This design comes from an exercise in tuning for small area, a short achievable clock period and few clock cycles on the open sky130 flow, not from production work. Only simulation tests tie the RTL to the original design; equivalence was not proved. Power and IR drop assume default switching activity.

red:
// vnlp_engine
module vnlp_engine #(
   parameter int DW      = 24,
   parameter int AW      = 9,
   parameter int LW      = 7,
   parameter int ACCW    = 2*DW-1,
   parameter int LEN_MAX = 2**LW-1,
   parameter int NCY     = 5
) (
   input  logic                 clk,
   input  logic                 rst_n,
   input  logic                 START,
   input  logic [AW-1:0]        HEAD,
   input  logic                 NORM_MODE,
   output logic                 DONE,
   output logic [ACCW-1:0]      NORM2,
   output logic [LW-1:0]        LEN,
   output logic                 ERR,
   output logic                 SAT,
   output logic [AW-1:0]        rd_addr1,
   output logic [AW-1:0]        rd_addr2,
   input  logic [DW-1:0]        rd_data1,
   input  logic [DW-1:0]        rd_data2
);
Settings: LEC_CHECK=0, CAP_MARGIN=20, CORE_MARGIN=2, CORE_UTILIZATION=40, SLEW_MARGIN=20, SYNTH_HIERARCHICAL=1; clock period 10.0 ns.
standard.sh (not shown) runs the stock make flow with config.mk's settings and CLKGATE_MAP_FILE= SYNTH_SCRIPT=/design/flow/synth_recipe.tcl, a recipe that flattens the netlist after the stock synthesis.
==> flow/flow/run.sh <==
#!/bin/bash
set -euo pipefail
MARGIN=$(cat flow/margin.txt)
bash standard.sh SETUP_SLACK_MARGIN=$MARGIN finish > standard_flow.log 2>&1
==> flow/flow/margin.txt <==
5.4
red was carried through to the last stage, and its layout satisfied the timing, design-rule and antenna checks.
Testbench counts of red, summed over its fixed seeds: cycles 26,468.
Changes in blue relative to red:
==> flow/flow/margin.txt <==
5.7
==> comparison <==
First-pass GRT wire length: red vs blue, no meaningful difference
There was hardly any difference in die footprint between blue and red.
Between blue and red, the per-cell via count in the routed design does not differ in any meaningful way.
There was hardly any difference in number of multi-input combinational cells in the layout between red and blue.
Diff red and blue: area of all placed cells without fillers lower in red

========
vnlp_engine, a different RTL version from the one above (not shown whole).
Size in the first run: about 1200 cells after synthesis, about 140 I/O pins, ~12000 um^2 of cells after synthesis.
==> flow/config.mk <==
export PLATFORM = sky130hd
export DESIGN_NAME = vnlp_engine
export DESIGN_NICKNAME = vnlp_engine
export VERILOG_FILES = /design/flow/design.v
export SDC_FILE = /design/flow/constraint.sdc
export NUM_CORES = 4
export LEC_CHECK = 0
export CAP_MARGIN = 20
export CORE_MARGIN = 2
export CORE_UTILIZATION = 60
export SLEW_MARGIN = 20
export SYNTH_HIERARCHICAL = 1
==> flow/constraint.sdc <==
create_clock -name core_clock -period 10.0 [get_ports {clk}]
set_input_delay 2.0000 -clock core_clock [delete_from_list [all_inputs] [get_ports {clk}]]
set_output_delay 2.0000 -clock core_clock [all_outputs]
set_load 0.01 [all_outputs]
==> flow/flow/run.sh <==
#!/bin/bash
set -euo pipefail
MARGIN=$(cat flow/margin.txt)
PORTBUF=$(cat flow/portbuf.txt)
bash standard.sh SETUP_SLACK_MARGIN=$MARGIN "BUFFER_PORTS_ARGS=-buffer_cell $PORTBUF" finish > standard_flow.log 2>&1
==> flow/flow/margin.txt <==
5.62
==> flow/flow/portbuf.txt <==
sky130_fd_sc_hd__buf_1
The first run finished with timing, DRC and antenna clean.
Testbench counts at the start, summed over its fixed seeds: cycles 26,523.
Next try:
==> flow/flow/margin.txt (replaced) <==
5.5
After rerunning: Worst setup slack is better by 0.034 ns. Maximum frequency rose slightly. Count of clock-buffer cells in the layout does not change. Die area does not change. Final area fell by a few percent.

========
Setup of run C:
vnlp_engine again, from the RTL that the note above started with.
Settings: LEC_CHECK=0, CAP_MARGIN=20, CORE_MARGIN=2, CORE_UTILIZATION=60, SLEW_MARGIN=20, SYNTH_HIERARCHICAL=1; clock period 10.0 ns.
==> flow/flow/margin.txt <==
5.45
Scripts as last shown in full above: flow/flow/run.sh, flow/flow/portbuf.txt
Run C | status: complete | timing, DRC, antenna: pass
Testbench counts of run C, summed over its fixed seeds: cycles 26,523.
Relative to run C, the following input files were edited for run Z:
- ABC_AREA newly set to 1
==> flow/flow/margin.txt <==
5.5
--- outcome ---
As the logs show, run Z stopped at detailed routing (5_2_route) after a tool error, so it never reached the end of the flow. Changes observed in run Z relative to run C: die height rose 3.5 um; site row count now larger; met3 track utilization from global routing -0.92 points; post-synthesis share of cell area spent on full adders, half adders and majority gates now smaller. Summary of run Z over run C: worst setup timing slack at the placement stage rose by 0.29 ns, placed wire-length estimate rose by 5.0%, sequential share of the synthesized area fell by 0.93 points, count of cell types in the netlist fell by about 24%, I/O pin count stayed essentially flat. The number of instances in the synthesized netlist of run Z exceeds that of run C by about 16%. [run Z vs run C] global-route usage: higher in run Z.

========
vnlp_engine, a different RTL version from the one above (not shown whole).
Size: about 140 I/O pins, ~13,000 um^2 of cells after synthesis.
==> flow/config.mk <==
export PLATFORM = sky130hd
export DESIGN_NAME = vnlp_engine
export DESIGN_NICKNAME = vnlp_engine
export VERILOG_FILES = /design/flow/design.v
export SDC_FILE = /design/flow/constraint.sdc
export NUM_CORES = 4
export LEC_CHECK = 0
export CAP_MARGIN = 20
export CORE_MARGIN = 2
export CORE_UTILIZATION = 60
export CTS_BUF_LIST = sky130_fd_sc_hd__clkbuf_8 sky130_fd_sc_hd__clkbuf_16
export SLEW_MARGIN = 20
export SYNTH_HIERARCHICAL = 1
==> flow/constraint.sdc <==
create_clock -name core_clock -period 10.0 [get_ports {clk}]
set_input_delay 2.0000 -clock core_clock [delete_from_list [all_inputs] [get_ports {clk}]]
set_output_delay 2.0000 -clock core_clock [all_outputs]
set_load 0.01 [all_outputs]
==> flow/flow/margin.txt <==
5.5
Scripts as last shown in full above: flow/flow/run.sh, flow/flow/portbuf.txt
The baseline finished clean.
Testbench counts at the start, summed over its fixed seeds: cycles 26,523.
Rerun with:
CTS_BUF_LIST = default   (was sky130_fd_sc_hd__clkbuf_8 sky130_fd_sc_hd__clkbuf_16)
The new run completed without violations.
Via count stays the same.
Power is unchanged.
Worst hold slack does not change.
Area after synthesis stays the same.

========
vnlp_engine again, from the RTL that the note above started with.
==> flow/config.mk <==
export PLATFORM = sky130hd
export DESIGN_NAME = vnlp_engine
export DESIGN_NICKNAME = vnlp_engine
export VERILOG_FILES = /design/flow/design.v
export SDC_FILE = /design/flow/constraint.sdc
export NUM_CORES = 4
export LEC_CHECK = 0
export CAP_MARGIN = 20
export CORE_MARGIN = 2
export CORE_UTILIZATION = 40
export SLEW_MARGIN = 20
export SYNTH_HIERARCHICAL = 1
==> flow/constraint.sdc <==
create_clock -name core_clock -period 10.0 [get_ports {clk}]
set_input_delay 2.0000 -clock core_clock [delete_from_list [all_inputs] [get_ports {clk}]]
set_output_delay 2.0000 -clock core_clock [all_outputs]
set_load 0.01 [all_outputs]
Scripts as last shown in full above: flow/flow/run.sh, flow/flow/margin.txt, flow/flow/portbuf.txt
The baseline finished clean.
Testbench counts at the start, summed over its fixed seeds: cycles 26,523.
==> next run, changes <==
- CORE_UTILIZATION: 40 -> 70
Clock power is higher by a little under a tenth.
Sequential power came out higher slightly.
Final cell count is lower by roughly a tenth.
Worst setup slack gets worse by 0.0036 ns.
Critical path depth does not change.
Clock skew stays flat.
Synthesized area is unchanged.
Total power goes up slightly.
==> next run, changes <==
==> flow/flow/run.sh (replaced) <==
#!/bin/bash
set -euo pipefail
MARGIN=$(cat flow/margin.txt)
PORTBUF=$(cat flow/portbuf.txt)
bash standard.sh SETUP_SLACK_MARGIN=$MARGIN RECOVER_POWER=$(cat flow/recover.txt) "BUFFER_PORTS_ARGS=-buffer_cell $PORTBUF" finish > standard_flow.log 2>&1
==> flow/flow/recover.txt (new file) <==
100
- CORE_UTILIZATION: 70 -> 40
=> With this change the flow completed, yet does not pass: capacitance limit, slew limit; first-iteration DRC count is lower by about a fifth; setup slack got worse by 1.9 ns; synthesized area stays the same; routed wire length is higher by a few percent; design area rose slightly; die area goes up by well over a third; clock power goes down by a few percent.

port drivers added, routing unchanged:
The flow's constraints put no driver on any port. The routed layouts listed below were extracted and timed again, unchanged, in two steps.
Step 1 assumes that a clkbuf_16 drives the clock port and a buf_2 every other input.
Step 2 also shifts input and output timing later by t, the mid clock arrival at the registers, as if the neighbouring blocks saw the same clock.
Three values: no drivers, after step 1, after step 2; two values: the first two.
run	shift t [ns]	setup WS [ns]	hold slack, ns	pins driven straight from the clock port
red	0.417	5.408 / 5.359 / 5.044	0.414 / 0.414 / 0.414	1
blue	0.424	5.414 / 5.414 / 5.317	0.419 / 0.419 / 0.419	1
the first run of note 2	0.468	5.497 / 5.475 / 5.026	0.419 / 0.419 / 0.419	1
the second run of note 2	0.475	5.531 / 5.507 / 5.507	0.414 / 0.414 / 0.414	1
run C	0.473	5.498 / 5.472 / 5.472	0.414 / 0.414 / 0.414	1
the first run of note 4	0.470	5.532 / 5.507 / 5.507	0.412 / 0.412 / 0.412	1
the second run of note 4	0.470	5.532 / 5.507 / 5.507	0.412 / 0.412 / 0.412	1
the first run of note 5	0.467	5.524 / 5.501 / 5.501	0.423 / 0.423 / 0.423	1
the second run of note 5	0.472	5.520 / 5.490 / 5.490	0.429 / 0.429 / 0.429	1
the third run of note 5	0.467	3.659 / 3.659 / 3.659	0.437 / 0.437 / 0.437	1
The setup slack of the first run of note 2, which loses most, moves by -0.022 ns with the drivers and by -0.471 ns with both steps.
